This is an optimization exercise on Yosys and OpenROAD, whose aim is small area, not a production implementation. Function was checked by simulation only, so behaviour that the tests miss may differ from the original. No activity file was given, so power comes from the tool's default toggle rates.

lagoon:
// cqt_decoder
module cqt_decoder (
    input  logic                        clk,
    input  logic                        rst_n,
    input  logic                        cqt_start,
    input  logic [6-1:0]     ctb_x,
    input  logic [5-1:0]     ctb_y,
    input  logic [12-1:0]     pic_width,
    input  logic [11-1:0]     pic_height,
    input  logic                        bin,
    input  logic                        bin_vld,
    input  logic                        cu_done,
    output logic                        dec_run,
    output logic                        ctx_addr_vld,
    output logic [10-1:0]  ctx_addr,
    output logic                        cu_start,
    output logic [12-1:0]     cu_x,
    output logic [11-1:0]     cu_y,
    output logic [2:0]                  cu_log2_size,
    output logic                        cqt_done
);
Size in the first run: about 640 cells after synthesis, ~350 flip-flops, ~80 I/O pins, about 9000 sq um of cells after synthesis.
clock: 6.0 ns
lec_check: 0
cap_margin: 20
core_margin: 2
core_utilization: 40
cts_buf_list: sky130_fd_sc_hd__clkbuf_8
cts_cluster_diameter: 60
cts_cluster_size: 20
slew_margin: 20
run.sh (not shown) runs the stock make flow with config.mk's settings and CLKGATE_MAP_FILE= SYNTH_SCRIPT=/design/flow/synth_recipe.tcl, a recipe that flattens the netlist after the stock synthesis.
Per the final summary, lagoon finished and its layout is clean on timing, DRC and antenna.
--- input diff lagoon..garnet ---
- CTS_BUF_LIST no longer set, was sky130_fd_sc_hd__clkbuf_8
- CTS_CLUSTER_SIZE no longer set, was 20
- CTS_CLUSTER_DIAMETER no longer set, was 60
==> flow/flow/run.sh (new file) <==
#!/bin/bash
# The standard layout (standard.sh) with these changes:
# - synthesis maps logic with an area-oriented abc script and without the
#   adder extraction step; registers are mapped as in the standard synthesis
# - ports are buffered with buf_1
# - a leaner clock tree: clkbuf_4 clusters of 12, no dummy loads
set -euo pipefail
here=$(pwd)
rm -rf "$here/scripts_local"
cp -r "$FLOW_HOME/scripts" "$here/scripts_local"
cp "$here/flow/abc.script" "$here/scripts_local/abc_speed.script"
cp "$here/flow/abc.script" "$here/scripts_local/abc_area.script"
export BUFFER_PORTS_ARGS="-buffer_cell sky130_fd_sc_hd__buf_1"
export CTS_ARGS="-sink_clustering_enable -repair_clock_nets -dont_use_dummy_load -buf_list sky130_fd_sc_hd__clkbuf_4 -sink_clustering_size 12 -sink_clustering_max_diameter 40"
bash standard.sh SCRIPTS_DIR="$here/scripts_local" ADDER_MAP_FILE= finish > "$here/standard_flow.log" 2>&1
==> flow/flow/abc.script (new file) <==
strash
&get -n
&fraig -x
&put
scorr
dc2
strash
&get -n
&deepsyn -T 30
&dch -f
&nf -R 1000
&put
==> flow/standard.sh (new file) <==
#!/bin/bash
# synth_recipe.tcl (not shown) runs the flow's synth.tcl, then flattens the netlist and writes it again
# the make line also repeats each setting of config.mk as NAME=value (left out here)
make -C /OpenROAD-flow-scripts/flow DESIGN_CONFIG=/design/flow/config.mk WORK_HOME=/design/flow/orfs CLKGATE_MAP_FILE= SYNTH_SCRIPT=/design/flow/synth_recipe.tcl "${@:-finish}"
removed: flow/run.sh
- garnet finished end to end and its layout was clean on timing, DRC and antenna.
- Relative to lagoon, the number of multi-input logic gates of garnet is lower by 40.
- The worst setup path category comes out flop to output port in one run and input pin to output port in the other, namely in lagoon and garnet respectively.
- Re combinational share of power: garnet and lagoon aren't equal, and the higher value belongs to garnet.
- Summary — final design instance area without fill, garnet relative to lagoon: lower, by 9.3%.
- Switching component of the power of garnet falls short of that of lagoon slightly.
- Changes observed in garnet relative to lagoon: global-route usage essentially unchanged, sequential share of power increased 3.6 points.
- The run showing the greater combinational power is garnet.
Edits applied to the flow inputs when going from garnet to zinc:
==> flow/run.sh (new file) <==
#!/bin/bash
# synth_recipe.tcl (not shown) runs the flow's synth.tcl, then flattens the netlist and writes it again
# the make line also repeats each setting of config.mk as NAME=value (left out here)
make -C /OpenROAD-flow-scripts/flow DESIGN_CONFIG=/design/flow/config.mk WORK_HOME=/design/flow/orfs CLKGATE_MAP_FILE= SYNTH_SCRIPT=/design/flow/synth_recipe.tcl finish
removed: flow/flow/run.sh
removed: flow/flow/abc.script
removed: flow/standard.sh
==> comparison <==
zinc ended with every stage complete and zero timing, DRC or antenna violations. zinc — share of post-route cells with drive strength above 1 3.1 points higher, garnet as reference. NOTE power dissipated by switching net loads garnet->zinc increased by more than 10%. zinc vs garnet — share of cell area taken by multi-input logic gates rose 2.3 points. Pre-CTS setup slack was higher in garnet than in zinc. Die area, zinc vs garnet: up by a few percent. Between zinc and garnet, it is zinc whose minimum clock period after layout is higher, by 0.72 ns.
Inputs modified between zinc and maple:
==> flow/flow/run.sh (new file) <==
#!/bin/bash
# The standard layout (standard.sh) with these changes:
# - synthesis maps logic with an area-oriented abc script and without the
#   adder extraction step; registers are mapped as in the standard synthesis
# - ports are buffered with buf_1
# - a leaner clock tree: clkbuf_8 clusters of 20, no dummy loads
set -euo pipefail
here=$(pwd)
rm -rf "$here/scripts_local"
cp -r "$FLOW_HOME/scripts" "$here/scripts_local"
cp "$here/flow/abc.script" "$here/scripts_local/abc_speed.script"
cp "$here/flow/abc.script" "$here/scripts_local/abc_area.script"
export BUFFER_PORTS_ARGS="-buffer_cell sky130_fd_sc_hd__buf_1"
export CTS_ARGS="-sink_clustering_enable -repair_clock_nets -dont_use_dummy_load -buf_list sky130_fd_sc_hd__clkbuf_8 -sink_clustering_size 20 -sink_clustering_max_diameter 60"
bash standard.sh SCRIPTS_DIR="$here/scripts_local" ADDER_MAP_FILE= finish > "$here/standard_flow.log" 2>&1
==> flow/flow/abc.script (new file) <==
strash
&get -n
&fraig -x
&put
scorr
dc2
dretime
strash
&get -n
&dch -f
&nf -R 1000
&put
==> flow/standard.sh (new file) <==
#!/bin/bash
# synth_recipe.tcl (not shown) runs the flow's synth.tcl, then flattens the netlist and writes it again
# the make line also repeats each setting of config.mk as NAME=value (left out here)
make -C /OpenROAD-flow-scripts/flow DESIGN_CONFIG=/design/flow/config.mk WORK_HOME=/design/flow/orfs CLKGATE_MAP_FILE= SYNTH_SCRIPT=/design/flow/synth_recipe.tcl "${@:-finish}"
removed: flow/run.sh
### Flow results
[diff] total power, maple relative to zinc: improvement
Comparing maple and zinc, the higher register share of the cell area was measured on maple.
Relative to zinc, portion of the clock cycle consumed by the worst path in the final layout decreased by 7.2 points in maple.
maple ends up with a adder-cell share of the synthesized area that is 1.7 points lower than in zinc.
Between maple and zinc, it is maple whose post-placement cell area is lower, by 8.0%.
Diff zinc -> maple | largest vdd supply drop | down by more than a quarter
Parity-gate share of the synthesized area counting xor and xnor cells delta (zinc -> maple): insignificant
[maple] routed wire length fell 820 um relative to zinc
Register-to-register slack: maple lower than zinc
[inputs] raven vs maple
==> flow/flow/run.sh <==
#!/bin/bash
# The standard layout, with smaller port buffers and a leaner clock tree
set -euo pipefail
export BUFFER_PORTS_ARGS="-buffer_cell sky130_fd_sc_hd__buf_1"
export RECOVER_POWER=100
export CTS_ARGS="-sink_clustering_enable -repair_clock_nets -dont_use_dummy_load -buf_list sky130_fd_sc_hd__clkbuf_8 -sink_clustering_size 20 -sink_clustering_max_diameter 60"
bash standard.sh > standard_flow.log 2>&1
removed: flow/flow/abc.script
==> comparison <==
maple completed end to end with timing, DRC and antenna clean. Complete run, failing final checks: raven, reason capacitance limit, slew limit. For raven, the end point of the critical path was cqt_done, unlike maple, where it was cu_start. Between raven and maple, the internal power consumption figures differ only marginally. Compared raven vs maple, and final worst-path cycle share is up in raven. Looking at clock power share, raven sits above maple. Looking at origin of the worst setup path, the ctb_y[2] result is from maple; the ctb_x[4] one comes from raven. Delta (raven minus maple): first-pass GRT wire length +about 0.5%, overall track demand over capacity in global routing now smaller, hold slack held steady, total core area grew by 940 sq um, number of global-route vias before repair climbed 3.3%. Compared with maple, raven has less setup slack. Measured against each other, raven and maple differ in area growth from synthesis to layout, the higher figure coming from maple.

[afterwards: timing with drivers on the ports]
The flow's constraints put no driver on any port. The routed layouts listed below were extracted and timed again, unchanged, in two steps.
Step 1 sets driving cells, clkbuf_16 on the clock port and buf_2 on the other inputs (assumed; they add their load-dependent delay and slew).
Step 2 adds t to the input delays and takes it off the output delays; t is the mean of the earliest and latest rising clock arrival at the registers after step 1. Input paths then give back, and output paths get back, about the clock's delay inside the block.
Three values: ideal ports, drivers, drivers and shift; two values: the first two.
run	t, ns	setup WS [ns]	latest minus earliest clock arrival (ns)
lagoon	0.570	1.002 / 0.966 / 1.188	0.025 / 0.025
garnet	0.589	1.738 / 1.710 / 1.710	0.075 / 0.075
zinc	0.583	1.016 / 0.971 / 1.200	0.011 / 0.012
maple	0.545	1.450 / 1.426 / 1.426	0.044 / 0.044
raven	0.544	1.310 / 1.286 / 1.286	0.039 / 0.039
The setup slack of garnet, which loses most, moves by -0.028 ns with the drivers and by -0.028 ns with both steps.
